Background: an optimization exercise with open tools, aiming at small area and a short achievable clock period. Do not read the settings as production practice. Only simulation tests tie the RTL to the original design; equivalence was not proved.

**design.v**
```verilog
package dsc_pkg;
    localparam int TOLERANCE    = 5;
    localparam int Q_BITS       = 19;
    localparam int CFG_IDX_BITS = 1;
    localparam logic [CFG_IDX_BITS-1:0] CFG_DEPTH_LOW  = CFG_IDX_BITS'(0);
    localparam logic [CFG_IDX_BITS-1:0] CFG_DEPTH_HIGH = CFG_IDX_BITS'(1);
    localparam logic [2:0] SEG_VIOLET = 3'd0;
    localparam logic [2:0] SEG_BLUE   = 3'd1;
    localparam logic [2:0] SEG_CYAN   = 3'd2;
    localparam logic [2:0] SEG_GREEN  = 3'd3;
    localparam logic [2:0] SEG_YELLOW = 3'd4;
    localparam logic [2:0] SEG_RED    = 3'd5;
    localparam logic [2:0] SEG_BLACK  = 3'd6;
    function automatic logic [7:0] level257(input logic [16:0] v);
        if (v == 17'd0) level257 = 8'd0;
        else            level257 = 8'(v[16:8] - {8'd0, {1'b0, v[7:0]} <= v[16:8]});
    endfunction
endpackage
import dsc_pkg::*;
module dsc_div #(
    parameter logic [18:0] CUT  = 19'h7FFFF,
    parameter int          SIDE = 2
) (
    input  logic              i_clk,
    input  logic              i_rst_n,
    input  logic              i_v,
    input  logic [15:0]       i_n25,
    input  logic [10:0]       i_den,
    input  logic [SIDE-1:0]   i_side,
    output logic              o_v,
    output logic [18:0]       o_q,
    output logic [SIDE-1:0]   o_side
);
    logic [10:0]     w_r    [20];
    logic [4:0]      w_n    [20];
    logic [18:0]     w_q    [20];
    logic [10:0]     w_den  [20];
    logic [SIDE-1:0] w_side [20];
    logic            w_v    [20];
    assign w_r[0]    = i_n25[15:5];
    assign w_n[0]    = i_n25[4:0];
    assign w_q[0]    = '0;
    assign w_den[0]  = ~i_den;
    assign w_side[0] = i_side;
    assign w_v[0]    = i_v;
    for (genvar s = 0; s < 19; s++) begin : g_row
        localparam int B = 18 - s;
        logic [11:0] n_t;
        logic [12:0] n_sub;
        logic        n_ge;
        logic [10:0] n_r;
        logic [18:0] n_q;
        assign n_t  = {w_r[s], (B >= 14) ? w_n[s][4] : 1'b0};
        assign n_sub = {1'b0, n_t} + {2'b11, w_den[s]} + 13'd1;
        assign n_ge  = !n_sub[12];
        assign n_r   = n_ge ? n_sub[10:0] : n_t[10:0];
        assign n_q  = w_q[s] | (19'(n_ge) << B);
        if (CUT[s]) begin : g_reg
            logic [10:0]     r_r;
            logic [4:0]      r_n;
            logic [18:0]     r_q;
            logic [10:0]     r_den;
            logic [SIDE-1:0] r_side;
            logic            r_v;
            always_ff @(posedge i_clk) begin
                if (!i_rst_n) r_v <= 1'b0;
                else          r_v <= w_v[s];
            end
            always_ff @(posedge i_clk) begin
                r_r    <= n_r;
                r_n    <= {w_n[s][3:0], 1'b0};
                r_q    <= n_q;
                r_den  <= w_den[s];
                r_side <= w_side[s];
            end
            assign w_r[s+1]    = r_r;
            assign w_n[s+1]    = r_n;
            assign w_q[s+1]    = r_q;
            assign w_den[s+1]  = r_den;
            assign w_side[s+1] = r_side;
            assign w_v[s+1]    = r_v;
        end else begin : g_comb
            assign w_r[s+1]    = n_r;
            assign w_n[s+1]    = {w_n[s][3:0], 1'b0};
            assign w_q[s+1]    = n_q;
            assign w_den[s+1]  = w_den[s];
            assign w_side[s+1] = w_side[s];
            assign w_v[s+1]    = w_v[s];
        end
    end
    assign o_v    = w_v[19];
    assign o_q    = w_q[19];
    assign o_side = w_side[19];
endmodule
import dsc_pkg::*;
module dsc_cdiv #(
    parameter logic [8:0] CUT  = 9'h1FF,
    parameter int         SIDE = 1
) (
    input  logic              i_clk,
    input  logic              i_rst_n,
    input  logic              i_v,
    input  logic [16:0]       i_x,
    input  logic [2:0]        i_seg,
    input  logic [16:0]       i_t,
    input  logic [SIDE-1:0]   i_side,
    output logic              o_v,
    output logic [16:0]       o_c,
    output logic [15:0]       o_u,
    output logic [4:0]        o_vrem,
    output logic [2:0]        o_seg,
    output logic [SIDE-1:0]   o_side
);
    function automatic logic [6:0] span(input logic [2:0] seg);
        case (seg)
            SEG_VIOLET: span = 7'd90;
            SEG_BLUE:   span = 7'd50;
            SEG_CYAN:   span = 7'd20;
            SEG_GREEN:  span = 7'd70;
            default:    span = 7'd65;
        endcase
    endfunction
    logic [6:0]      w_rr   [10];
    logic [11:0]     w_xn   [10];
    logic [17:0]     w_c    [10];
    logic [4:0]      w_fr   [10];
    logic [11:0]     w_tn   [10];
    logic [15:0]     w_u    [10];
    logic [2:0]      w_seg  [10];
    logic [SIDE-1:0] w_side [10];
    logic            w_v    [10];
    assign w_rr[0]   = {2'b0, i_x[16:12]};
    assign w_xn[0]   = i_x[11:0];
    assign w_c[0]    = '0;
    assign w_fr[0]   = i_t[16:12];
    assign w_tn[0]   = i_t[11:0];
    assign w_u[0]    = '0;
    assign w_seg[0]  = i_seg;
    assign w_side[0] = i_side;
    assign w_v[0]    = i_v;
    for (genvar k = 0; k < 9; k++) begin : g_row
        localparam int B = 16 - 2 * k;
        logic [6:0]  n_s;
        logic [8:0]  n_rt;
        logic [9:0]  n_r1;
        logic [9:0]  n_r2;
        logic [9:0]  n_r3;
        logic [1:0]  n_rq;
        logic [6:0]  n_rr;
        logic [17:0] n_c;
        logic [11:0] n_xn;
        logic [6:0]  n_ft;
        logic [7:0]  n_f1;
        logic [7:0]  n_f2;
        logic [7:0]  n_f3;
        logic [1:0]  n_fq;
        logic [4:0]  n_fr;
        logic [15:0] n_u;
        logic [11:0] n_tn;
        assign n_s  = span(w_seg[k]);
        assign n_rt = {w_rr[k], w_xn[k][11:10]};
        assign n_r1 = {1'b0, n_rt} - {3'b0, n_s};
        assign n_r2 = {1'b0, n_rt} - {2'b0, n_s, 1'b0};
        assign n_r3 = {1'b0, n_rt} - ({3'b0, n_s} + {2'b0, n_s, 1'b0});
        assign n_rq = !n_r3[9] ? 2'd3 : !n_r2[9] ? 2'd2 : !n_r1[9] ? 2'd1 : 2'd0;
        assign n_rr = !n_r3[9] ? n_r3[6:0] : !n_r2[9] ? n_r2[6:0] : !n_r1[9] ? n_r1[6:0] : n_rt[6:0];
        assign n_c  = w_c[k] | (18'(n_rq) << B);
        assign n_xn = {w_xn[k][9:0], 2'b0};
        if (k == 0) begin : g_nofade
            assign n_fr = w_fr[k];
            assign n_u  = w_u[k];
            assign n_tn = w_tn[k];
        end else begin : g_fade
            assign n_ft = {w_fr[k], w_tn[k][11:10]};
            assign n_f1 = {1'b0, n_ft} - 8'd25;
            assign n_f2 = {1'b0, n_ft} - 8'd50;
            assign n_f3 = {1'b0, n_ft} - 8'd75;
            assign n_fq = !n_f3[7] ? 2'd3 : !n_f2[7] ? 2'd2 : !n_f1[7] ? 2'd1 : 2'd0;
            assign n_fr = !n_f3[7] ? n_f3[4:0] : !n_f2[7] ? n_f2[4:0] : !n_f1[7] ? n_f1[4:0] : n_ft[4:0];
            assign n_u  = w_u[k] | (16'(n_fq) << B);
            assign n_tn = {w_tn[k][9:0], 2'b0};
        end
        if (CUT[k]) begin : g_reg
            logic [6:0]      r_rr;
            logic [11:0]     r_xn;
            logic [17:0]     r_c;
            logic [4:0]      r_fr;
            logic [11:0]     r_tn;
            logic [15:0]     r_u;
            logic [2:0]      r_seg;
            logic [SIDE-1:0] r_side;
            logic            r_v;
            always_ff @(posedge i_clk) begin
                if (!i_rst_n) r_v <= 1'b0;
                else          r_v <= w_v[k];
            end
            always_ff @(posedge i_clk) begin
                r_rr   <= n_rr;
                r_xn   <= n_xn;
                r_c    <= n_c;
                r_fr   <= n_fr;
                r_tn   <= n_tn;
                r_u    <= n_u;
                r_seg  <= w_seg[k];
                r_side <= w_side[k];
            end
            assign w_rr[k+1]   = r_rr;
            assign w_xn[k+1]   = r_xn;
            assign w_c[k+1]    = r_c;
            assign w_fr[k+1]   = r_fr;
            assign w_tn[k+1]   = r_tn;
            assign w_u[k+1]    = r_u;
            assign w_seg[k+1]  = r_seg;
            assign w_side[k+1] = r_side;
            assign w_v[k+1]    = r_v;
        end else begin : g_comb
            assign w_rr[k+1]   = n_rr;
            assign w_xn[k+1]   = n_xn;
            assign w_c[k+1]    = n_c;
            assign w_fr[k+1]   = n_fr;
            assign w_tn[k+1]   = n_tn;
            assign w_u[k+1]    = n_u;
            assign w_seg[k+1]  = w_seg[k];
            assign w_side[k+1] = w_side[k];
            assign w_v[k+1]    = w_v[k];
        end
    end
    assign o_v    = w_v[9];
    assign o_c    = w_c[9][16:0];
    assign o_u    = w_u[9];
    assign o_vrem = w_fr[9];
    assign o_seg  = w_seg[9];
    assign o_side = w_side[9];
endmodule
import dsc_pkg::*;
module depth_to_spectrum_color #(
    parameter int DEPTH_BITS = 11
) (
    input  logic                               i_clk,
    input  logic                               i_rst_n,
    input  logic                               start,
    output logic                               busy,
    input  logic                               i_cfg_we,
    input  logic [dsc_pkg::CFG_IDX_BITS-1:0]   i_cfg_idx,
    input  logic [DEPTH_BITS-1:0]              i_cfg_data,
    input  logic [DEPTH_BITS-1:0]              i_depth_sample,
    input  logic                               i_frame_end_in,
    output logic                               o_valid,
    output logic [7:0]                         o_blue_level,
    output logic [7:0]                         o_green_level,
    output logic [7:0]                         o_red_level,
    output logic                               o_frame_end_out
);
    localparam logic [18:0] DIV_CUT  = 19'h7FFFF;
    localparam logic [8:0]  CDIV_CUT = 9'h1FF;
    assign busy = 1'b0;
    logic        r0_v;
    logic [10:0] r0_d;
    logic        r0_fe;
    logic        r0_we;
    logic        r0_idx;
    logic [10:0] r0_data;
    logic [10:0] r_lo;
    logic [10:0] r_hi;
    always_ff @(posedge i_clk) begin
        if (!i_rst_n) begin
            r0_v  <= 1'b0;
            r0_we <= 1'b0;
        end else begin
            r0_v  <= start;
            r0_we <= i_cfg_we;
        end
    end
    always_ff @(posedge i_clk) begin
        r0_d    <= i_depth_sample;
        r0_fe   <= i_frame_end_in;
        r0_idx  <= i_cfg_idx;
        r0_data <= i_cfg_data;
    end
    always_ff @(posedge i_clk) begin
        if (!i_rst_n) begin
            r_lo <= 11'd909;
            r_hi <= 11'd930;
        end else if (r0_we) begin
            if (r0_idx == CFG_DEPTH_HIGH) r_hi <= r0_data;
            else                          r_lo <= r0_data;
        end
    end
    logic [11:0] n_d5;
    logic        n_ib;
    logic        r1_v;
    logic        r1_fe;
    logic [10:0] r1_diff;
    logic [10:0] r1_den;
    assign n_d5 = {1'b0, r0_d} + 12'(TOLERANCE);
    assign n_ib = (r_hi > r_lo) && (n_d5 >= {1'b0, r_lo}) && (n_d5 <= {1'b0, r_hi});
    always_ff @(posedge i_clk) begin
        if (!i_rst_n) r1_v <= 1'b0;
        else          r1_v <= r0_v;
    end
    always_ff @(posedge i_clk) begin
        r1_fe   <= r0_fe;
        r1_diff <= 11'(n_d5 - {1'b0, r_lo});
        r1_den  <= n_ib ? (r_hi - r_lo) : 11'd0;
    end
    logic        r2n_v;
    logic        r2n_fe;
    logic [15:0] r2n_n25;
    logic [10:0] r2n_den;
    always_ff @(posedge i_clk) begin
        if (!i_rst_n) r2n_v <= 1'b0;
        else          r2n_v <= r1_v;
    end
    always_ff @(posedge i_clk) begin
        r2n_fe   <= r1_fe;
        r2n_n25  <= ({5'b0, r1_diff} << 4) + ({5'b0, r1_diff} << 3) + {5'b0, r1_diff};
        r2n_den  <= r1_den;
    end
    logic        div_v;
    logic [18:0] div_q;
    logic        div_fe;
    dsc_div #(
        .CUT  (DIV_CUT),
        .SIDE (1)
    ) u_div (
        .i_clk   (i_clk),
        .i_rst_n (i_rst_n),
        .i_v     (r2n_v),
        .i_n25   (r2n_n25),
        .i_den   (r2n_den),
        .i_side  (r2n_fe),
        .o_v     (div_v),
        .o_q     (div_q),
        .o_side  (div_fe)
    );
    logic [8:0]  n_qk;
    logic [2:0]  n_seg;
    logic        r3a_v;
    logic [18:0] r3a_q;
    logic [2:0]  r3a_seg;
    logic        r3a_near;
    logic        r3a_far;
    logic        r3a_fe;
    assign n_qk = div_q[18:10];
    always_comb begin
        if      (n_qk > 9'd400) n_seg = SEG_BLACK;
        else if (n_qk < 9'd90)  n_seg = SEG_VIOLET;
        else if (n_qk < 9'd140) n_seg = SEG_BLUE;
        else if (n_qk < 9'd160) n_seg = SEG_CYAN;
        else if (n_qk < 9'd230) n_seg = SEG_GREEN;
        else if (n_qk < 9'd295) n_seg = SEG_YELLOW;
        else                    n_seg = SEG_RED;
    end
    always_ff @(posedge i_clk) begin
        if (!i_rst_n) r3a_v <= 1'b0;
        else          r3a_v <= div_v;
    end
    always_ff @(posedge i_clk) begin
        r3a_q    <= div_q;
        r3a_seg  <= n_seg;
        r3a_near <= n_qk < 9'd70;
        r3a_far  <= div_q > 19'(330 * 1024);
        r3a_fe   <= div_fe;
    end
    logic [18:0] n_x;
    logic        r3b_v;
    logic [16:0] r3b_x;
    logic [2:0]  r3b_seg;
    logic [16:0] r3b_t;
    logic [6:0]  r3b_side;
    logic [4:0]  n_tgt;
    always_comb begin
        case (r3a_seg)
            SEG_VIOLET: n_x = 19'(90 * 1024) - r3a_q;
            SEG_BLUE:   n_x = r3a_q - 19'(90 * 1024);
            SEG_CYAN:   n_x = 19'(160 * 1024) - r3a_q;
            SEG_GREEN:  n_x = r3a_q - 19'(160 * 1024);
            SEG_YELLOW: n_x = 19'(295 * 1024) - r3a_q;
            default:    n_x = '0;
        endcase
    end
    for (genvar i = 0; i < 5; i++) begin : g_tgt
        assign n_tgt[i] = r3a_near ? (r3a_q > 19'(14336 * i)) : (r3a_q < 19'(400 * 1024 - 14336 * i));
    end
    always_ff @(posedge i_clk) begin
        if (!i_rst_n) r3b_v <= 1'b0;
        else          r3b_v <= r3a_v;
    end
    always_ff @(posedge i_clk) begin
        r3b_x    <= n_x[16:0];
        r3b_seg  <= r3a_seg;
        r3b_t    <= r3a_near ? r3a_q[16:0] : (r3a_far ? 17'(19'(400 * 1024) - r3a_q) : 17'd0);
        r3b_side <= {n_tgt, r3a_near | r3a_far, r3a_fe};
    end
    logic        cd_v;
    logic [16:0] cd_c;
    logic [15:0] cd_u;
    logic [4:0]  cd_vrem;
    logic [2:0]  cd_seg;
    logic [6:0]  cd_side;
    dsc_cdiv #(
        .CUT  (CDIV_CUT),
        .SIDE (7)
    ) u_cdiv (
        .i_clk   (i_clk),
        .i_rst_n (i_rst_n),
        .i_v     (r3b_v),
        .i_x     (r3b_x),
        .i_seg   (r3b_seg),
        .i_t     (r3b_t),
        .i_side  (r3b_side),
        .o_v     (cd_v),
        .o_c     (cd_c),
        .o_u     (cd_u),
        .o_vrem  (cd_vrem),
        .o_seg   (cd_seg),
        .o_side  (cd_side)
    );
    logic        n_corr;
    logic        r4_v;
    logic [16:0] r4_c;
    logic [16:0] r4_f;
    logic [2:0]  r4_seg;
    logic [1:0]  r4_side;
    assign n_corr = (cd_vrem < 5'd5) ? cd_side[2 + cd_vrem] : 1'b0;
    always_ff @(posedge i_clk) begin
        if (!i_rst_n) r4_v <= 1'b0;
        else          r4_v <= cd_v;
    end
    always_ff @(posedge i_clk) begin
        r4_c    <= (cd_seg == SEG_RED) ? 17'h10000 : cd_c;
        r4_f    <= cd_side[1] ? {1'b0, cd_u + (n_corr ? 16'd19660 : 16'd19661)} : 17'h10000;
        r4_seg  <= cd_seg;
        r4_side <= cd_side[1:0];
    end
    function automatic logic [33:0] csa_s(input logic [33:0] a, input logic [33:0] b, input logic [33:0] c);
        csa_s = a ^ b ^ c;
    endfunction
    function automatic logic [33:0] csa_c(input logic [33:0] a, input logic [33:0] b, input logic [33:0] c);
        csa_c = {((a & b) | (a & c) | (b & c)), 1'b0};
    endfunction
    logic [33:0] n_pp [17];
    logic [33:0] n_l1 [12];
    logic [33:0] n_l2 [8];
    logic [33:0] n_l3 [6];
    for (genvar i = 0; i < 17; i++) begin : g_pp
        assign n_pp[i] = r4_f[i] ? ((34'(r4_c) << i) & ~34'hFF) : 34'd0;
    end
    for (genvar i = 0; i < 5; i++) begin : g_l1
        assign n_l1[2*i]   = csa_s(n_pp[3*i], n_pp[3*i+1], n_pp[3*i+2]);
        assign n_l1[2*i+1] = csa_c(n_pp[3*i], n_pp[3*i+1], n_pp[3*i+2]);
    end
    assign n_l1[10] = n_pp[15];
    assign n_l1[11] = n_pp[16];
    for (genvar i = 0; i < 4; i++) begin : g_l2
        assign n_l2[2*i]   = csa_s(n_l1[3*i], n_l1[3*i+1], n_l1[3*i+2]);
        assign n_l2[2*i+1] = csa_c(n_l1[3*i], n_l1[3*i+1], n_l1[3*i+2]);
    end
    for (genvar i = 0; i < 2; i++) begin : g_l3
        assign n_l3[2*i]   = csa_s(n_l2[3*i], n_l2[3*i+1], n_l2[3*i+2]);
        assign n_l3[2*i+1] = csa_c(n_l2[3*i], n_l2[3*i+1], n_l2[3*i+2]);
    end
    assign n_l3[4] = n_l2[6];
    assign n_l3[5] = n_l2[7];
    logic        r5_v;
    logic [33:0] r5_m [6];
    logic [7:0]  r5_lf;
    logic [2:0]  r5_seg;
    logic        r5_fe;
    always_ff @(posedge i_clk) begin
        if (!i_rst_n) r5_v <= 1'b0;
        else          r5_v <= r4_v;
    end
    always_ff @(posedge i_clk) begin
        for (int i = 0; i < 6; i++) r5_m[i] <= n_l3[i];
        r5_lf   <= r4_side[1] ? dsc_pkg::level257(r4_f) : 8'd255;
        r5_seg  <= r4_seg;
        r5_fe   <= r4_side[0];
    end
    logic [33:0] n_l4 [4];
    logic [33:0] n_l5 [3];
    logic [33:0] n_l6 [2];
    assign n_l4[0] = csa_s(r5_m[0], r5_m[1], r5_m[2]);
    assign n_l4[1] = csa_c(r5_m[0], r5_m[1], r5_m[2]);
    assign n_l4[2] = csa_s(r5_m[3], r5_m[4], r5_m[5]);
    assign n_l4[3] = csa_c(r5_m[3], r5_m[4], r5_m[5]);
    assign n_l5[0] = csa_s(n_l4[0], n_l4[1], n_l4[2]);
    assign n_l5[1] = csa_c(n_l4[0], n_l4[1], n_l4[2]);
    assign n_l5[2] = n_l4[3];
    assign n_l6[0] = csa_s(n_l5[0], n_l5[1], n_l5[2]);
    assign n_l6[1] = csa_c(n_l5[0], n_l5[1], n_l5[2]);
    logic        r6_v;
    logic [33:0] r6_a;
    logic [33:0] r6_b;
    logic [7:0]  r6_lf;
    logic [2:0]  r6_seg;
    logic        r6_fe;
    always_ff @(posedge i_clk) begin
        if (!i_rst_n) r6_v <= 1'b0;
        else          r6_v <= r5_v;
    end
    always_ff @(posedge i_clk) begin
        r6_a    <= n_l6[0];
        r6_b    <= n_l6[1];
        r6_lf   <= r5_lf;
        r6_seg  <= r5_seg;
        r6_fe   <= r5_fe;
    end
    logic [33:0] n_prod;
    logic        r7_v;
    logic [16:0] r7_p;
    logic [7:0]  r7_lf;
    logic [2:0]  r7_seg;
    logic        r7_fe;
    assign n_prod = r6_a + r6_b;
    always_ff @(posedge i_clk) begin
        if (!i_rst_n) r7_v <= 1'b0;
        else          r7_v <= r6_v;
    end
    always_ff @(posedge i_clk) begin
        r7_p    <= n_prod[32:16];
        r7_lf   <= r6_lf;
        r7_seg  <= r6_seg;
        r7_fe   <= r6_fe;
    end
    logic       r8_v;
    logic [7:0] r8_lp;
    logic [7:0] r8_lf;
    logic [2:0] r8_seg;
    logic       r8_fe;
    always_ff @(posedge i_clk) begin
        if (!i_rst_n) r8_v <= 1'b0;
        else          r8_v <= r7_v;
    end
    always_ff @(posedge i_clk) begin
        r8_lp   <= dsc_pkg::level257(r7_p);
        r8_lf   <= r7_lf;
        r8_seg  <= r7_seg;
        r8_fe   <= r7_fe;
    end
    logic [7:0] n_r;
    logic [7:0] n_g;
    logic [7:0] n_b;
    always_comb begin
        n_r = '0;
        n_g = '0;
        n_b = '0;
        case (r8_seg)
            SEG_VIOLET: begin n_r = r8_lp;  n_b = r8_lf;  end
            SEG_BLUE:   begin n_g = r8_lp;  n_b = 8'd255; end
            SEG_CYAN:   begin n_g = 8'd255; n_b = r8_lp;  end
            SEG_GREEN:  begin n_r = r8_lp;  n_g = 8'd255; end
            SEG_YELLOW: begin n_r = 8'd255; n_g = r8_lp;  end
            SEG_RED:    begin n_r = r8_lp;  end
            default:    ;
        endcase
    end
    always_ff @(posedge i_clk) begin
        if (!i_rst_n) o_valid <= 1'b0;
        else          o_valid <= r8_v;
    end
    always_ff @(posedge i_clk) begin
        o_red_level     <= n_r;
        o_green_level   <= n_g;
        o_blue_level    <= n_b;
        o_frame_end_out <= r8_fe;
    end
endmodule
```
**constraint.sdc**
```tcl
create_clock -name core_clock -period 8.0 [get_ports {i_clk}]
set_input_delay 1.6000 -clock core_clock [delete_from_list [all_inputs] [get_ports {i_clk}]]
set_output_delay 1.6000 -clock core_clock [all_outputs]
set_load 0.01 [all_outputs]
```
**config.mk**
```make
export PLATFORM = sky130hd
export DESIGN_NAME = depth_to_spectrum_color
export DESIGN_NICKNAME = depth_to_spectrum_color
export VERILOG_FILES = /design/flow/design.v
export SDC_FILE = /design/flow/constraint.sdc
export NUM_CORES = 4
export LEC_CHECK = 0
export CAP_MARGIN = 20
export CORE_MARGIN = 2
export CORE_UTILIZATION = 60
export CTS_BUF_LIST = sky130_fd_sc_hd__clkbuf_8
export CTS_CLUSTER_SIZE = 20
export SETUP_SLACK_MARGIN = 5
export SLEW_MARGIN = 20
```
**run.sh**
```bash
#!/bin/bash
# synth_recipe.tcl (not shown) runs the flow's synth.tcl, then flattens the netlist and writes it again
# the make line also repeats each setting of config.mk as NAME=value (left out here)
make -C /OpenROAD-flow-scripts/flow DESIGN_CONFIG=/design/flow/config.mk WORK_HOME=/design/flow/orfs CLKGATE_MAP_FILE= SYNTH_SCRIPT=/design/flow/synth_recipe.tcl finish
```
==> results of run 1 <==
[synthesized netlist by cell type (19+ instances only)]
cell type	instances
o22ai_1	33
o21a_1	111
a21o_1	128
a31oi_1	77
or2_2	44
nor3_1	136
fa_1	261
a211o_1	29
nor4_1	34
nand4_1	19
inv_1	513
or3_1	49
mux2_2	65
a2111oi_0	20
dfxtp_1	1521
xnor2_1	155
nand2_1	326
nand2b_1	55
o211ai_1	41
o31ai_1	39
and2_1	272
a211oi_1	98
a21oi_1	405
and3_1	33
nor2b_1	92
mux2i_1	25
xor2_1	124
o21ai_0	292
a21boi_0	36
clkbuf_1	108
o31a_1	53
nor2_1	501
nand3_1	88
ha_1	597
[state kept, by name (all words and copies together), names as in the netlist, 16 cells and up]
| name | count |
|---|---|
| r2n_n25 | 16 |
| r3a_q | 19 |
| r3b_t | 17 |
| r3b_x | 17 |
| r4_c | 17 |
| r4_f | 17 |
| r5_m | 107 |
| r6_a | 21 |
| r6_b | 21 |
| r7_p | 17 |
| u_cdiv.g_row.g_reg.r_c | 81 |
| u_cdiv.g_row.g_reg.r_fr | 45 |
| u_cdiv.g_row.g_reg.r_rr | 56 |
| u_cdiv.g_row.g_reg.r_seg | 27 |
| u_cdiv.g_row.g_reg.r_side | 63 |
| u_cdiv.g_row.g_reg.r_tn | 42 |
| u_cdiv.g_row.g_reg.r_u | 70 |
| u_cdiv.g_row.g_reg.r_xn | 30 |
| u_div.g_row.g_reg.r_den | 198 |
| u_div.g_row.g_reg.r_q | 190 |
| u_div.g_row.g_reg.r_r | 198 |
| u_div.g_row.g_reg.r_side | 19 |
| u_div.g_row.g_reg.r_v | 19 |
[per-layer routing]
metal | global-route usage | vias to the layer above
li1 | - | 23623
met1 | 0.307 | 22440
met2 | 0.400 | 910
met3 | 0.0330 | 236
met4 | 0.0775 | 0
met5 | 0 | -
[through the flow]
stage                      util  worst slack (ns)  std cells  cell area [um^2]
after CTS                 0.676              4.97       8569             75900
after detailed placement  0.623              4.16       8106             69800
after floorplan               -              5.01       6661             67800
final                     0.684              4.96       8613             76800
after global placement    0.623              4.23       8106             69800
after global routing      0.684              4.87       8613             76800
[layout by cell type (no fill, tap or decap), drive strengths merged, types with 50 or more instances in the layout]
cell type | netlist | layout
a211oi | 98 | 98
a21o | 129 | 129
a21oi | 406 | 407
a31oi | 80 | 80
and2 | 272 | 272
buf | 18 | 114
clkbuf | 109 | 310
dfxtp | 1521 | 1521
fa | 261 | 261
ha | 597 | 597
inv | 514 | 562
mux2 | 66 | 66
nand2 | 326 | 326
nand2b | 55 | 55
nand3 | 88 | 88
nor2 | 501 | 502
nor2b | 92 | 92
nor3 | 139 | 139
o21a | 111 | 111
o21ai | 305 | 305
o31a | 53 | 53
or3 | 50 | 50
xnor2 | 155 | 155
xor2 | 124 | 124
[area by class of cell]
cell class,count,area (um^2)
multi-input cells,4500,35600
fillers,8765,35400
flip-flops and latches,1521,30600
clock buffers,310,4270
inverters,515,1930
well taps,1500,1880
clock inverters,124,1290
repair buffers,141,1180
diodes,2,5.00
[worst paths after layout]
check	endpoint	slack, ns	cells after the start
worst min register to register	u_cdiv.g_row[8].g_reg.r_c[11]$_DFF_P_	0.30	0
worst max register to register	u_cdiv.g_row[6].g_reg.r_rr[4]$_DFF_P_	4.96	12
worst max-delay path	u_cdiv.g_row[6].g_reg.r_rr[4]$_DFF_P_	4.96	12
worst min-delay path	u_cdiv.g_row[8].g_reg.r_c[11]$_DFF_P_	0.30	0
[timing repair]
action                     CTS  global route
gates resized for setup    208           128
buffers inserted            27            42
pin swaps                   20            55
setup endpoints to repair  115           112
cloned                       2             0
[cells by family (layout without fill, tap and decap cells)]
kind of cell             count (synthesis)  in the layout
adder cells (fa/ha/maj)                859            859
AND/OR/NAND/NOR                       1705           1706
AO/OA/AOI/OAI                         1553           1554
XOR/XNOR                               279            279
buffers and inverters                  642           1090
multiplexers                            92             92
flip-flops                            1521           1521
other                                    2             12
==> key figures, run 1 <==
Outcome
  • Status: finished clean

Global route
  • Largest net degree at the start of global routing: 43
  • Number of global-route vias before repair: 47395
  • GRT Residual Overflow: 0
  • First-pass GRT wire length: about 230000 um
  • Initial antenna violation count: 3
  • Overall routing resource usage: 0.235

Cells and area
  • Layout cells sized above 1: 0.117
  • Final #Nets: approximately 7800
  • Layout area overhead: 13.4%

Yosys
  • Synth Flop Type: dfxtp_1
  • Post-synth EDFFs: 0
  • Area fraction in compound gates after synthesis: 0.150
  • Yosys warns: 26
  • Cell variety after synth: 96
  • Post-synthesis adder-cell area fraction: 0.188
  • Mux contribution to synthesized area: 0.0151
  • Post-Synth Simple-Gate Area: 0.125
  • Synth Area per Inst: approximately 10 um^2
  • Area leader, netlist: dfxtp_1
  • Register area share after synthesis: 0.450
  • Synth area leaders: dfxtp_1 45%, ha_1 11%, fa_1 7.7%
  • Post-Synth XOR/XNOR Area: 0.0361
  • #FFs+latches synth: 1521
  • Main combinational cell family by area after synthesis: adder cells
  • Synth Cell Area: 0.0677 mm^2
  • Post-synth top area share: 0.450
  • Post-Synthesis Cells: 6653
  • Post-synth ARST share: 0

STA
  • Final Critical Period: 3.04 ns
  • Final hold violations: 0
  • Setup Total Neg Slack: 0 ns
  • Hold WS: 0.300 ns
  • Slew Viols, Final: 0
  • RSZ-0062 raised after global routing: yes
  • Fin crit share: 0.380
  • Worst-Margin Slew: between 1 and 1.5 ns
  • Clk_skew: 0.0404 ns
  • Max_slew headroom: 0.308
  • Finish-stage setup viols: 0
  • F_max: 329 MHz

Place
  • DP Wirelength: 98200 um
  • GPL Wtd Cong: 0.857
  • Number of port buffers: 53

Floorplan
  • Core Footprint: 0.112 mm^2
  • I/O pin count: 55
  • Die area: approximately 0.12 mm^2
  • Row count: 123
  • Die Span X: 340 um
  • Die height: around 340 um
  • Initial core utilization: 0.604

Critical path
  • CP Launch Point: u_cdiv.g_row[5].g_reg.r_seg[1]$_DFF_P_
  • Worst r2r src: u_cdiv.g_row[5].g_reg.r_seg[1]$_DFF_P_
  • Critical path's top delay family: compound AO/OA/AOI/OAI gates
  • Most frequent CP cell: a21oi_4
  • CP Max Fanout: 7
  • Worst EP arrival: roughly 3.8 ns
  • Crit-path max cell delay: 0.47 ns
  • CP cell instances: or3_4, inv_2, ha_4, a21oi_4, xor2_1, ha_2, nor3_2, a2111o_1, a21oi_4, buf_12, a2111oi_2, a221o_1
  • Crit. End Element: flop
  • CP Data Required Time: 8.76 ns
  • Crit Path Class: flop to flop
  • WP buf/inv: 2
  • Critical-path top delay cell: a2111o_1
  • CP startpoint kind: flop

Routing
  • Via count: 47209
  • Post-Route WL: 135000 um
  • Antenna-violating nets left: 0
  • Met3 wire len: 5120 um
  • DRT iter0 DRCs: between 2000 and 2500
  • Length of routed met2 wiring: 64300 um
  • DR vias/cell: 5.48
  • Drt pass-1 iters: 7
  • Metal-1 WL: 62900 um
  • DR top layer: met4
  • Drt drc: 0
  • Routed len/inst: about 16 um

Flow run
  • Max-cap violations: 0

CTS
  • Post-CTS Hold Fix Bufs: 0
  • Clock buffer depth: 3
  • Clock root buffer: clkbuf_8
  • Clock buffer count from CTS: 231
  • Htree depth: 4
  • Clock Sinks: around 1500
  • Clock tree from TritonCTS: yes
  • Clock-pin slew on the worst setup and hold paths: around 0.060 ns
  • Worst-skew pair later-pin latency: around 0.9 ns

Worst hold path
  • Hold Path Class: flop to flop
  • Worst Hold Launch: u_cdiv.g_row[7].g_reg.r_c[11]$_DFF_P_
==> run 2, diff against run 1 <==
--- a/config.mk
+++ b/config.mk
@@ -7,7 +7,7 @@
 export LEC_CHECK = 0
 export CAP_MARGIN = 20
 export CORE_MARGIN = 2
-export CORE_UTILIZATION = 60
+export CORE_UTILIZATION = 40
 export CTS_BUF_LIST = sky130_fd_sc_hd__clkbuf_8
 export CTS_CLUSTER_SIZE = 20
 export SETUP_SLACK_MARGIN = 5
==> run 2 against run 1 <==
Global-route usage fell by 7.7 points. Area after synthesis stayed put. Synthesized cell count stayed put. Sequential share of layout area down 0.33 points. Core utilization fell by 23 points. Highest routed layer unchanged.
==> key figures, run 2 <==
Critical path
  • WP buf/inv: 1
  • Crit. End Element: flop
  • Critical-path top delay cell: a2111o_1
  • CP Data Required Time: 8.79 ns
  • Crit-path max cell delay: 0.46 ns
  • Critical path's top delay family: compound AO/OA/AOI/OAI gates
  • Crit Path Class: flop to flop
  • CP cell instances: or3_4, inv_2, ha_4, a21oi_4, xor2_1, ha_2, nor3_1, a2111o_1, a21oi_4, nor2_4, a221o_1
  • CP startpoint kind: flop
  • CP Max Fanout: 5
  • Worst EP arrival: 3.79 ns
  • Most frequent CP cell: a21oi_4

Yosys
  • Post-synth EDFFs: 0
  • Synth Area per Inst: 10.2 um^2
  • Synth area leaders: dfxtp_1 45%, ha_1 11%, fa_1 7.7%
  • Synth Flop Type: dfxtp_1
  • Post-synth top area share: 0.450
  • Post-Synthesis Cells: between 6000 and 7000
  • Top cells by instance count after synthesis: 1521 x dfxtp_1, 597 x ha_1, 513 x inv_1, 501 x nor2_1, 405 x a21oi_1
  • Register area share after synthesis: 0.450
  • Yosys warns: 26
  • Post-synth ARST share: 0
  • Count leader, synth: dfxtp_1
  • Cell variety after synth: 96
  • #FFs+latches synth: 1521
  • Synth Cell Area: 0.0677 mm^2
  • Area leader, netlist: dfxtp_1

CTS
  • Clock root buffer: clkbuf_8
  • Worst-skew pair later-pin latency: 0.98 ns
  • Clock buffer count from CTS: 235
  • Clock tree from TritonCTS: yes
  • Clock-pin slew on the worst setup and hold paths: about 0.060 ns
  • Htree depth: 4
  • Clock Sinks: 1521
  • Clock buffer depth: 3

Cells and area
  • Commonest non-fill, non-tap cells in the layout: 1478 x dfxtp_1, 586 x ha_1, 574 x inv_1, 494 x nor2_1, 390 x a21oi_1
  • Final Cell Area: 0.0774 mm^2
  • Final #Nets: 7808
  • Top flop regs: u_div.g_row.g_reg.r_den (198), u_div.g_row.g_reg.r_r (198), u_div.g_row.g_reg.r_q (190)
  • Most common cell after layout, fill and taps aside: dfxtp_1
  • Layout cells sized above 1: 0.111
  • Post-Layout Cell Count: 9327
  • Final core occ: 0.459
  • Layout area overhead: 14.3%

Place
  • Number of port buffers: 53
  • Area post-placement: ~0.071 mm^2
  • GPL Wtd Cong: approximately 0.85
  • DP Wirelength: 100000 um
  • Placed insts: slightly below 9000

STA
  • Final Critical Period: 3.00 ns
  • Worst-Margin Slew: 1.02 ns
  • RSZ-0062 raised after global routing: yes
  • Setup Total Neg Slack: 0 ns
  • Final hold violations: 0
  • Max_slew headroom: 0.320
  • F_max: 333 MHz
  • Slew Viols, Final: 0
  • Fin crit share: 0.375
  • Clk_skew: 0.0829 ns
  • Finish-stage setup viols: 0

Worst hold path
  • Hold Path Class: flop to flop

Global route
  • First-pass GRT wire length: roughly 230000 um
  • GRT Residual Overflow: 0
  • Number of global-route vias before repair: 47298
  • Overall routing resource usage: 0.157
  • Initial antenna violation count: 2
  • Largest net degree at the start of global routing: 39

Routing
  • Drt drc: 0
  • DRT iter0 DRCs: 2225
  • Routed len/inst: 14.6 um
  • Post-Route WL: between 100000 and 150000 um
  • Drt pass-1 iters: 6
  • Antenna-violating nets left: 0
  • Via count: 46740
  • DR vias/cell: 5.01

Floorplan
  • Core Footprint: 0.169 mm^2
  • I/O pin count: 55
  • Die Span X: 415 um
  • Die area: 0.173 mm^2
  • Die height: 415 um
  • Row count: 151
  • Initial core utilization: 0.401

Flow run
  • Max-cap violations: 0

Outcome
  • Status: finished clean
run 2: cell counts after synthesis:
No cell type changed its count.
run 2: repair_timing:
action / 4_1_cts / 5_1_grt
buffers inserted: 21 / 53
hold buffers: 0 / 0
setup endpoints to repair: 118 / 123
pin swaps: 17 / 64
gates resized for setup: 204 / 127
gates cloned: 1 / 1
run 2: logic make-up (layout without fill, tap and decap cells):
logic type,Yosys count,count (layout),share of synthesized area
mux,92,92,0.0151
simple gates,1705,1706,0.125
xor+xnor,279,279,0.0361
other cells,2,13,0.000111
flops,1521,1521,0.450
compound gates,1553,1553,0.150
fa+ha+maj,859,859,0.188
buf+inv,642,1086,0.0360
run 2: path summary, 6_finish.rpt:
path	start	endpoint	slack, ns	depth (start not counted)
min reg2reg	u_cdiv.g_row[5].g_reg.r_u[12]$_DFF_P_	u_cdiv.g_row[6].g_reg.r_u[12]$_DFF_P_	0.27	0
min	u_cdiv.g_row[5].g_reg.r_u[12]$_DFF_P_	u_cdiv.g_row[6].g_reg.r_u[12]$_DFF_P_	0.27	0
max	u_cdiv.g_row[5].g_reg.r_seg[2]$_DFF_P_	u_cdiv.g_row[6].g_reg.r_rr[4]$_DFF_P_	5.00	11
max reg2reg	u_cdiv.g_row[5].g_reg.r_seg[2]$_DFF_P_	u_cdiv.g_row[6].g_reg.r_rr[4]$_DFF_P_	5.00	11
run 2: worst reg2reg max path, cell delays in order (launching register included):
cell and delay, ns:
dfxtp_4 0.36, or3_4 0.42, inv_2 0.08, ha_4 0.21, a21oi_4 0.14, xor2_1 0.18
ha_2 0.22, nor3_1 0.07, a2111o_1 0.46, a21oi_4 0.29, nor2_4 0.07, a221o_1 0.35
run 2: metal layers:
layer | vias up | share of wire | global-route usage
li1 | 23642 | - | -
met1 | 22177 | 0.45 | 0.190
met2 | 683 | 0.49 | 0.282
met3 | 238 | 0.033 | 0.0261
met4 | 0 | 0.025 | 0.0510
met5 | - | 0 | 0
run 2: area by class of cell:
class	instances	area (um^2)
Sequential cell	1521	30600
Multi-Input combinational cell	4499	35600
Clock buffer	292	4020
Tap cell	2218	2780
Inverter	515	1930
Antenna cell	3	7.51
Timing Repair Buffer	150	1230
Clock inverter	129	1250
Fill cell	15844	91300
run 2: per-stage QoR:
stage,hold slack (ns),setup slack [ns]
floorplan,0.310,5.01
global placement,0.310,4.16
detailed placement,0.312,4.21
CTS,0.261,4.90
global route,0.279,4.89
finish,0.274,5.00
==> run 3, diff against run 2 <==
--- a/design.v
+++ b/design.v
@@ -367,8 +367,9 @@
     logic [16:0] r3b_x;
     logic [2:0]  r3b_seg;
     logic [16:0] r3b_t;
-    logic [6:0]  r3b_side;
+    logic [3:0]  r3b_side;
     logic [4:0]  n_tgt;
+    logic [2:0]  n_m;
     always_comb begin
         case (r3a_seg)
             SEG_VIOLET: n_x = 19'(90 * 1024) - r3a_q;
@@ -382,6 +383,15 @@
     for (genvar i = 0; i < 5; i++) begin : g_tgt
         assign n_tgt[i] = r3a_near ? (r3a_q > 19'(14336 * i)) : (r3a_q < 19'(400 * 1024 - 14336 * i));
     end
+    always_comb begin
+        if (!(r3a_near || r3a_far)) n_m = 3'd7;
+        else if (n_tgt[4])          n_m = 3'd5;
+        else if (n_tgt[3])          n_m = 3'd4;
+        else if (n_tgt[2])          n_m = 3'd3;
+        else if (n_tgt[1])          n_m = 3'd2;
+        else if (n_tgt[0])          n_m = 3'd1;
+        else                        n_m = 3'd0;
+    end
     always_ff @(posedge i_clk) begin
         if (!i_rst_n) r3b_v <= 1'b0;
         else          r3b_v <= r3a_v;
@@ -390,17 +400,17 @@
         r3b_x    <= n_x[16:0];
         r3b_seg  <= r3a_seg;
         r3b_t    <= r3a_near ? r3a_q[16:0] : (r3a_far ? 17'(19'(400 * 1024) - r3a_q) : 17'd0);
-        r3b_side <= {n_tgt, r3a_near | r3a_far, r3a_fe};
+        r3b_side <= {n_m, r3a_fe};
     end
     logic        cd_v;
     logic [16:0] cd_c;
     logic [15:0] cd_u;
     logic [4:0]  cd_vrem;
     logic [2:0]  cd_seg;
-    logic [6:0]  cd_side;
+    logic [3:0]  cd_side;
     dsc_cdiv #(
         .CUT  (CDIV_CUT),
-        .SIDE (7)
+        .SIDE (4)
     ) u_cdiv (
         .i_clk   (i_clk),
         .i_rst_n (i_rst_n),
@@ -416,22 +426,24 @@
         .o_seg   (cd_seg),
         .o_side  (cd_side)
     );
+    logic        n_fade;
     logic        n_corr;
     logic        r4_v;
     logic [16:0] r4_c;
     logic [16:0] r4_f;
     logic [2:0]  r4_seg;
     logic [1:0]  r4_side;
-    assign n_corr = (cd_vrem < 5'd5) ? cd_side[2 + cd_vrem] : 1'b0;
+    assign n_fade = cd_side[3:1] != 3'd7;
+    assign n_corr = cd_vrem < {2'b0, cd_side[3:1]};
     always_ff @(posedge i_clk) begin
         if (!i_rst_n) r4_v <= 1'b0;
         else          r4_v <= cd_v;
     end
     always_ff @(posedge i_clk) begin
         r4_c    <= (cd_seg == SEG_RED) ? 17'h10000 : cd_c;
-        r4_f    <= cd_side[1] ? {1'b0, cd_u + (n_corr ? 16'd19660 : 16'd19661)} : 17'h10000;
+        r4_f    <= n_fade ? {1'b0, cd_u + (n_corr ? 16'd19660 : 16'd19661)} : 17'h10000;
         r4_seg  <= cd_seg;
-        r4_side <= cd_side[1:0];
+        r4_side <= {n_fade, cd_side[0]};
     end
     function automatic logic [33:0] csa_s(input logic [33:0] a, input logic [33:0] b, input logic [33:0] c);
         csa_s = a ^ b ^ c;
==> run 3 against run 2 <==
Still clean on timing, DRC and antenna. Via count decreased by 4.7%. Non-clock buffer count increased by 3. Register-to-register slack got worse by 0.04 ns. Sequential share of layout area about the same. Critical path type unchanged.
==> key figures, run 3 <==
CTS
  • Clock tree from TritonCTS: yes
  • Clock root buffer: clkbuf_8
  • Clock Sinks: 1491
  • Worst-skew pair later-pin latency: 0.96 ns
  • Clock buffer count from CTS: 237
  • Htree depth: 4
  • Clock-pin slew on the worst setup and hold paths: 0.06 ns
  • Clock buffer depth: 3

Global route
  • Largest net degree at the start of global routing: 35
  • Number of global-route vias before repair: 45867
  • Initial antenna violation count: 2
  • GRT Residual Overflow: 0
  • First-pass GRT wire length: 217000 um
  • Overall routing resource usage: 0.153

Yosys
  • Post-synth ARST share: 0
  • Post-Synthesis Cells: 6444
  • #FFs+latches synth: 1491
  • Synth Area per Inst: about 10 um^2
  • Synth area leaders: dfxtp_1 45%, ha_1 11%, fa_1 7.9%
  • Post-synth EDFFs: 0
  • Cell variety after synth: 93
  • Register area share after synthesis: 0.452
  • Post-synth top area share: 0.452
  • Top cells by instance count after synthesis: 1491 x dfxtp_1, 599 x ha_1, 544 x inv_1, 427 x nor2_1, 426 x a21oi_1
  • Area leader, netlist: dfxtp_1
  • Synth Cell Area: 0.0660 mm^2
  • Yosys warns: 26
  • Count leader, synth: dfxtp_1
  • Synth Flop Type: dfxtp_1

Routing
  • DRT iter0 DRCs: 2046
  • Routed len/inst: roughly 14 um
  • Post-Route WL: 129000 um
  • Antenna-violating nets left: 0
  • Drt pass-1 iters: 6
  • DR vias/cell: a little under 5
  • Drt drc: 0
  • Via count: approximately 45000

Floorplan
  • Die height: 410 um
  • Row count: 149
  • Die Span X: between 400 and 500 um
  • Initial core utilization: 0.401
  • Core Footprint: 0.164 mm^2
  • I/O pin count: 55
  • Die area: 0.168 mm^2

STA
  • Setup Total Neg Slack: 0 ns
  • Worst-Margin Slew: 1.01 ns
  • Slack of the critical path: 4.96 ns
  • Fin crit share: 0.380
  • Finish-stage setup viols: 0
  • Max_slew headroom: 0.323
  • F_max: 329 MHz
  • RSZ-0062 raised after global routing: yes
  • Slew Viols, Final: 0
  • Final hold violations: 0
  • Final Critical Period: approximately 3.0 ns
  • Clk_skew: 0.0776 ns

Critical path
  • Crit Path Class: flop to flop
  • WP buf/inv: 2
  • Crit-path max cell delay: 0.41 ns
  • CP startpoint kind: flop
  • Crit. End Element: flop
  • Worst EP arrival: 3.85 ns
  • CP Data Required Time: 8.81 ns
  • Critical path's top delay family: compound AO/OA/AOI/OAI gates
  • CP cell instances: or3_4, inv_2, ha_4, a21oi_4, o22ai_2, a21oi_2, ha_1, and3_4, a221o_1, a31oi_4, buf_6, nor2_2, a31o_2
  • CP Max Fanout: 5
  • Critical-path top delay cell: or3_4

Cells and area
  • Fillers: roughly 15000
  • Final #Nets: roughly 7600
  • Layout cells sized above 1: 0.124
  • Top flop regs: u_div.g_row.g_reg.r_den (198), u_div.g_row.g_reg.r_r (198), u_div.g_row.g_reg.r_q (190)
  • Final Cell Area: 0.0760 mm^2
  • Multi-input combinational cell area: 0.0346 mm^2
  • Final core occ: 0.462
  • Sequential Area: 0.0300 mm^2
  • Most common cell after layout, fill and taps aside: dfxtp_1
  • Commonest non-fill, non-tap cells in the layout: 1447 x dfxtp_1, 598 x inv_1, 578 x ha_1, 420 x nor2_1, 402 x a21oi_1
  • Layout area overhead: 15.1%

Place
  • GPL Wtd Cong: 0.868
  • DP Wirelength: 93000 um
  • Number of port buffers: 53
  • Area post-placement: 0.0689 mm^2
  • Worst slack, placed: between 4 and 5 ns

Outcome
  • Status: finished clean

Flow run
  • Max-cap violations: 0

Worst hold path
  • Hold Path Class: flop to flop
-- run 3: changes by cell type after synthesis, moves of 30 or more --
cell	previous run	this run
a211oi_1	98	56
a21o_1	128	167
a31oi_1	77	38
dfxtp_1	1521	1491
inv_1	513	544
nand2_1	326	403
nor2_1	501	427
o21a_1	111	68
o21ai_0	292	203
o31a_1	53	16
xnor2_1	155	192
-- run 3: per-layer routing --
metal,vias to the layer above,global-route usage,share of wire
met4,0,0.0523,0.025
met1,21163,0.180,0.44
met2,659,0.278,0.50
met5,-,0,0
met3,257,0.0280,0.034
li1,22476,-,-
-- run 3: worst register-to-register path, stage by stage, from the launching register on --
cell     delay, ns
dfxtp_4       0.36
or3_4         0.41
inv_2         0.08
ha_4          0.21
a21oi_4       0.16
o22ai_2       0.10
a21oi_2       0.15
ha_1          0.26
and3_4        0.16
a221o_1       0.32
a31oi_4       0.29
buf_6         0.16
nor2_2        0.04
a31o_2        0.21
-- run 3: repair_timing --
item	in CTS	in global routing
pin swaps	25	64
hold buffers	0	0
endpoints found under the setup margin	109	124
setup buffers	47	39
resized for setup	210	181
cloned	2	1
-- run 3: logic make-up (layout without fill, tap and decap cells) --
| group | after synthesis | after routing | share of synthesized area |
|---|---|---|---|
| other cells | 2 | 14 | 0.000114 |
| xor+xnor | 333 | 333 | 0.0442 |
| simple gates | 1647 | 1647 | 0.123 |
| buf+inv | 673 | 1134 | 0.0387 |
| flops | 1491 | 1491 | 0.452 |
| mux | 117 | 117 | 0.0191 |
| compound gates | 1320 | 1322 | 0.130 |
| fa+ha+maj | 861 | 861 | 0.193 |
-- run 3: final timing paths --
check                                                       startpoint                                     to  slack [ns]  depth (start not counted)
worst max register to register  u_cdiv.g_row[1].g_reg.r_seg[1]$_DFF_P_  u_cdiv.g_row[2].g_reg.r_rr[2]$_DFF_P_        4.96                         13
worst max-delay path            u_cdiv.g_row[1].g_reg.r_seg[1]$_DFF_P_  u_cdiv.g_row[2].g_reg.r_rr[2]$_DFF_P_        4.96                         13
worst min register to register                        r6_lf[7]$_DFF_P_                       r7_lf[7]$_DFF_P_        0.28                          0
worst min-delay path                                  r6_lf[7]$_DFF_P_                       r7_lf[7]$_DFF_P_        0.28                          0
-- run 3: final cells by class --
class | count | area share
antenna | 4 | 0.000132
clock inverter | 139 | 0.0160
sequential | 1491 | 0.394
inverter | 544 | 0.0270
tap | 2189 | 0.0361
timing repair buffer | 153 | 0.0170
clock buffer | 298 | 0.0540
multi-input combinational | 4290 | 0.455
-- run 3: through the flow --
step / cells / hold WS, ns
after global routing: 9107 / 0.274
after CTS: 9064 / 0.272
after detailed placement: 8578 / 0.312
after floorplan: 6452 / 0.310
final: 9108 / 0.280
after global placement: 8578 / 0.310
==> run 4, diff against run 3 <==
--- a/design.v
+++ b/design.v
@@ -120,6 +120,15 @@
             default:    span = 7'd65;
         endcase
     endfunction
+    function automatic logic [8:0] span3(input logic [2:0] seg);
+        case (seg)
+            SEG_VIOLET: span3 = 9'd270;
+            SEG_BLUE:   span3 = 9'd150;
+            SEG_CYAN:   span3 = 9'd60;
+            SEG_GREEN:  span3 = 9'd210;
+            default:    span3 = 9'd195;
+        endcase
+    endfunction
     logic [6:0]      w_rr   [10];
     logic [11:0]     w_xn   [10];
     logic [17:0]     w_c    [10];
@@ -161,7 +170,7 @@
         assign n_rt = {w_rr[k], w_xn[k][11:10]};
         assign n_r1 = {1'b0, n_rt} - {3'b0, n_s};
         assign n_r2 = {1'b0, n_rt} - {2'b0, n_s, 1'b0};
-        assign n_r3 = {1'b0, n_rt} - ({3'b0, n_s} + {2'b0, n_s, 1'b0});
+        assign n_r3 = {1'b0, n_rt} - {1'b0, span3(w_seg[k])};
         assign n_rq = !n_r3[9] ? 2'd3 : !n_r2[9] ? 2'd2 : !n_r1[9] ? 2'd1 : 2'd0;
         assign n_rr = !n_r3[9] ? n_r3[6:0] : !n_r2[9] ? n_r2[6:0] : !n_r1[9] ? n_r1[6:0] : n_rt[6:0];
         assign n_c  = w_c[k] | (18'(n_rq) << B);
@@ -335,72 +344,66 @@
     );
     logic [8:0]  n_qk;
     logic [2:0]  n_seg;
-    logic        r3a_v;
-    logic [18:0] r3a_q;
-    logic [2:0]  r3a_seg;
-    logic        r3a_near;
-    logic        r3a_far;
-    logic        r3a_fe;
-    assign n_qk = div_q[18:10];
-    always_comb begin
-        if      (n_qk > 9'd400) n_seg = SEG_BLACK;
-        else if (n_qk < 9'd90)  n_seg = SEG_VIOLET;
-        else if (n_qk < 9'd140) n_seg = SEG_BLUE;
-        else if (n_qk < 9'd160) n_seg = SEG_CYAN;
-        else if (n_qk < 9'd230) n_seg = SEG_GREEN;
-        else if (n_qk < 9'd295) n_seg = SEG_YELLOW;
-        else                    n_seg = SEG_RED;
-    end
-    always_ff @(posedge i_clk) begin
-        if (!i_rst_n) r3a_v <= 1'b0;
-        else          r3a_v <= div_v;
-    end
-    always_ff @(posedge i_clk) begin
-        r3a_q    <= div_q;
-        r3a_seg  <= n_seg;
-        r3a_near <= n_qk < 9'd70;
-        r3a_far  <= div_q > 19'(330 * 1024);
-        r3a_fe   <= div_fe;
-    end
     logic [18:0] n_x;
+    logic        n_near;
+    logic        n_far;
+    logic [18:0] n_tfar;
+    logic [4:0]  n_tgt;
+    logic [2:0]  n_m;
     logic        r3b_v;
     logic [16:0] r3b_x;
     logic [2:0]  r3b_seg;
     logic [16:0] r3b_t;
     logic [3:0]  r3b_side;
-    logic [4:0]  n_tgt;
-    logic [2:0]  n_m;
+    assign n_qk = div_q[18:10];
     always_comb begin
-        case (r3a_seg)
-            SEG_VIOLET: n_x = 19'(90 * 1024) - r3a_q;
-            SEG_BLUE:   n_x = r3a_q - 19'(90 * 1024);
-            SEG_CYAN:   n_x = 19'(160 * 1024) - r3a_q;
-            SEG_GREEN:  n_x = r3a_q - 19'(160 * 1024);
-            SEG_YELLOW: n_x = 19'(295 * 1024) - r3a_q;
-            default:    n_x = '0;
-        endcase
+        if (n_qk > 9'd400) begin
+            n_seg = SEG_BLACK;
+            n_x   = '0;
+        end else if (n_qk < 9'd90) begin
+            n_seg = SEG_VIOLET;
+            n_x   = 19'(90 * 1024) - div_q;
+        end else if (n_qk < 9'd140) begin
+            n_seg = SEG_BLUE;
+            n_x   = div_q - 19'(90 * 1024);
+        end else if (n_qk < 9'd160) begin
+            n_seg = SEG_CYAN;
+            n_x   = 19'(160 * 1024) - div_q;
+        end else if (n_qk < 9'd230) begin
+            n_seg = SEG_GREEN;
+            n_x   = div_q - 19'(160 * 1024);
+        end else if (n_qk < 9'd295) begin
+            n_seg = SEG_YELLOW;
+            n_x   = 19'(295 * 1024) - div_q;
+        end else begin
+            n_seg = SEG_RED;
+            n_x   = '0;
+        end
     end
+    assign n_near = n_qk < 9'd70;
+    assign n_far  = div_q > 19'(330 * 1024);
+    assign n_tfar = 19'(400 * 1024) - div_q;
     for (genvar i = 0; i < 5; i++) begin : g_tgt
-        assign n_tgt[i] = r3a_near ? (r3a_q > 19'(14336 * i)) : (r3a_q < 19'(400 * 1024 - 14336 * i));
+        assign n_tgt[i] = n_near ? (div_q > 19'(14336 * i)) : (div_q < 19'(400 * 1024 - 14336 * i));
     end
     always_comb begin
-        if (!(r3a_near || r3a_far)) n_m = 3'd7;
-        else if (n_tgt[4])          n_m = 3'd5;
-        else if (n_tgt[3])          n_m = 3'd4;
-        else if (n_tgt[2])          n_m = 3'd3;
-        else if (n_tgt[1])          n_m = 3'd2;
-        else if (n_tgt[0])          n_m = 3'd1;
-        else                        n_m = 3'd0;
+        if (!(n_near || n_far)) n_m = 3'd7;
+        else if (n_tgt[4])      n_m = 3'd5;
+        else if (n_tgt[3])      n_m = 3'd4;
+        else if (n_tgt[2])      n_m = 3'd3;
+        else if (n_tgt[1])      n_m = 3'd2;
+        else if (n_tgt[0])      n_m = 3'd1;
+        else                    n_m = 3'd0;
     end
     always_ff @(posedge i_clk) begin
         if (!i_rst_n) r3b_v <= 1'b0;
-        else          r3b_v <= r3a_v;
+        else          r3b_v <= div_v;
     end
     always_ff @(posedge i_clk) begin
         r3b_x    <= n_x[16:0];
-        r3b_seg  <= r3a_seg;
-        r3b_t    <= r3a_near ? r3a_q[16:0] : (r3a_far ? 17'(19'(400 * 1024) - r3a_q) : 17'd0);
-        r3b_side <= {n_m, r3a_fe};
+        r3b_seg  <= n_seg;
+        r3b_t    <= n_near ? div_q[16:0] : (n_far ? n_tfar[16:0] : 17'd0);
+        r3b_side <= {n_m, div_fe};
     end
     logic        cd_v;
     logic [16:0] cd_c;
==> run 4 against run 3 <==
Global-route usage hardly changed. Wire length is 4.7% lower. Die area is 4.1% lower. Cell count is 6.7% lower. Clock skew is 0.018 ns lower. Count of clock-buffer cells in the layout is 16 lower. Non-clock buffer count is 65 lower. Via count is 7.9% lower. Register-to-register slack better by 0.14 ns. Sequential share of layout area is 1.8 points higher. Critical path type is now flop to output port. Highest routed layer unchanged.
==> key figures, run 4 <==
Cells and area
  • Most common cell after layout, fill and taps aside: dfxtp_1
  • Commonest non-fill, non-tap cells in the layout: 1420 x dfxtp_1, 588 x inv_1, 546 x ha_1, 374 x nand2_1, 310 x nor2_1
  • Final #Nets: 7068
  • Fillers: 14888
  • Layout area overhead: 12.6%
  • Top flop regs: u_div.g_row.g_reg.r_den (198), u_div.g_row.g_reg.r_r (198), u_div.g_row.g_reg.r_q (190)
  • Layout cells sized above 1: 0.111

Routing
  • Drt drc: 0
  • Drt pass-1 iters: 5
  • DR vias/cell: 4.83
  • Routed len/inst: 14.4 um
  • DRT iter0 DRCs: 1836
  • Post-Route WL: 123000 um
  • Via count: ~40000
  • Antenna-violating nets left: 0

Yosys
  • Synth Area per Inst: 10.5 um^2
  • Register area share after synthesis: 0.463
  • Post-synth ARST share: 0
  • Count leader, synth: dfxtp_1
  • #FFs+latches synth: roughly 1500
  • Area leader, netlist: dfxtp_1
  • Post-Synthesis Cells: between 6000 and 7000
  • Synth area leaders: dfxtp_1 46%, ha_1 11%, fa_1 8.0%
  • Post-synth top area share: 0.463
  • Synth Flop Type: dfxtp_1
  • Cell variety after synth: 91
  • Post-synth EDFFs: 0
  • Synth Cell Area: between 0.06 and 0.07 mm^2
  • Top cells by instance count after synthesis: 1465 x dfxtp_1, 552 x ha_1, 524 x inv_1, 383 x nand2_1, 321 x o21ai_0
  • Yosys warns: 26

STA
  • Final hold violations: 0
  • Max_slew headroom: 0.380
  • RSZ-0062 raised after global routing: yes
  • Fin crit share: 0.367
  • Finish-stage setup viols: 0
  • F_max: roughly 340 MHz
  • Setup Total Neg Slack: 0 ns
  • Clk_skew: 0.0599 ns
  • Hold WS: 0.299 ns
  • Final Critical Period: between 2 and 3 ns
  • Worst-Margin Slew: 0.930 ns
  • Slew Viols, Final: 0

Global route
  • First-pass GRT wire length: about 210000 um
  • Grt met2 use: 0.279
  • Initial antenna violation count: 2
  • Number of global-route vias before repair: 41966
  • Met3 Use GR: 0.0300
  • Overall routing resource usage: 0.153
  • GRT Residual Overflow: 0
  • GRT met1 Usage: 0.175
  • Largest net degree at the start of global routing: 49
  • GR peak layer: met2

Floorplan
  • Die area: 0.161 mm^2
  • I/O pin count: 55
  • Core Footprint: 0.158 mm^2
  • Initial core utilization: 0.401
  • Die Span X: 402 um
  • Die height: 402 um
  • Row count: 146

CTS
  • Clock root buffer: clkbuf_8
  • Clock tree from TritonCTS: yes
  • Clock buffer count from CTS: 227
  • Clock buffer depth: 3
  • Post-CTS Hold Fix Bufs: 0
  • Clock-pin slew on the worst setup and hold paths: 0.06 ns
  • Worst-skew pair later-pin latency: 0.92 ns
  • Htree depth: 4
  • Clock Sinks: 1465

Critical path
  • R2R Setup Slk: 5.10 ns
  • Worst EP arrival: 1.34 ns
  • WP buf/inv: 1
  • Critical path's top delay family: flip-flops
  • CP cell instances: buf_2
  • Crit-path max cell delay: around 0.30 ns
  • Crit. End Element: output port
  • CP Data Required Time: 6.40 ns
  • Critical-path top delay cell: dfxtp_1
  • Crit Path Class: flop to output port
  • CP Max Fanout: 1
  • CP startpoint kind: flop

Worst hold path
  • Hold Path Class: flop to flop

Outcome
  • Status: finished clean

Flow run
  • Max-cap violations: 0

Place
  • GPL Wtd Cong: 0.859
  • DP Wirelength: 91000 um
  • Number of port buffers: 53
run 4: cell count changes after synthesis, moves of 47 or more:
| cell | delta |
|---|---|
| a21oi_1 | -129 |
| nand2b_1 | +57 |
| nor2_1 | -108 |
| ha_1 | -47 |
| xor2_1 | -69 |
| o21ai_0 | +118 |
| a21o_1 | -68 |
| mux2_2 | +81 |
run 4: kinds of logic (layout without fill, tap and decap cells):
| group | count (synthesis) | after routing | share of synthesized area |
|---|---|---|---|
| simple gates | 1488 | 1488 | 0.119 |
| flops | 1465 | 1465 | 0.463 |
| other cells | 1 | 4 | 0.0000592 |
| xor+xnor | 300 | 300 | 0.0415 |
| compound gates | 1115 | 1115 | 0.111 |
| mux | 220 | 220 | 0.0377 |
| buf+inv | 650 | 1025 | 0.0394 |
| fa+ha+maj | 805 | 805 | 0.189 |
run 4: layout make-up:
| class | count | area (um^2) | share of cell area |
|---|---|---|---|
| inverters | 525 | 1970 | 0.0276 |
| diodes | 3 | 7.51 | 0.000105 |
| multi-input cells | 3929 | 31800 | 0.447 |
| clock buffers | 282 | 3880 | 0.0545 |
| clock inverters | 130 | 848 | 0.0119 |
| flip-flops and latches | 1465 | 29400 | 0.413 |
| well taps | 2072 | 2590 | 0.0364 |
| repair buffers | 88 | 719 | 0.0101 |
run 4: worst paths after layout:
path | cells past startpoint | endpoint | start
worst max-delay path | 1 | o_valid | o_valid$_SDFF_PN0_
worst min-delay path | 0 | u_div.g_row[18].g_reg.r_q[8]$_DFF_P_ | u_div.g_row[17].g_reg.r_q[8]$_DFF_P_
worst max register to register | 10 | r2n_n25[15]$_DFF_P_ | r1_diff[5]$_DFF_P_
worst min register to register | 0 | u_div.g_row[18].g_reg.r_q[8]$_DFF_P_ | u_div.g_row[17].g_reg.r_q[8]$_DFF_P_
run 4: metrics by stage:
stage                util  instances  area (um^2)  setup slack (ns)
floorplan               -       6044        63300              5.01
detailed placement  0.419       8066        66100              4.69
finish              0.452       8494        71300              5.06
CTS                 0.449       8483        70800              4.94
global route        0.452       8494        71300              4.93
global placement    0.419       8065        66100              4.55
run 4: repair_timing:
action                     CTS  global route
setup endpoints to repair   95           178
gates resized for setup    131           143
pin swaps                    1            10
setup buffers                5             8
run 4: per-layer routing:
metal  vias up  part of all wire
met5         -                 0
met4         0             0.030
li1      20845                 -
met2       677              0.51
met3       249             0.037
met1     19258              0.42

==> afterwards: timing with drivers on the ports <==
Ports are ideal in the flow. The routed layouts listed here were re-timed in OpenROAD. Step 1 (the two cells are an assumption about what drives the block):
set clk [get_ports {i_clk}]
set_driving_cell -lib_cell sky130_fd_sc_hd__clkbuf_16 $clk
set_driving_cell -lib_cell sky130_fd_sc_hd__buf_2 [delete_from_list [all_inputs] $clk]
Step 2, shift: input delay + t, output delay - t, t = (earliest + latest rising clock arrival at the registers) / 2. This alone moves slack from input paths to output paths. Slacks: no drivers / after step 1 / after step 2; pairs: no drivers / after step 1.
run | t, ns | setup slack, ns | slew at the worst register clock pin (ns) | worst slew at a driven data input, ns
run 1 | 0.941 | 4.959 / 4.959 / 4.858 | 0.07 / 0.07 | 0.04
run 2 | 1.008 | 4.999 / 4.957 / 4.810 | 0.07 / 0.07 | 0.05
run 3 | 1.002 | 4.958 / 4.953 / 4.733 | 0.07 / 0.07 | 0.03
run 4 | 0.965 | 5.061 / 4.991 / 4.995 | 0.07 / 0.07 | 0.04
After both steps every run listed still meets setup and hold. The setup slack of run 3, which loses most, moves by -0.005 ns with the drivers and by -0.225 ns with both steps.
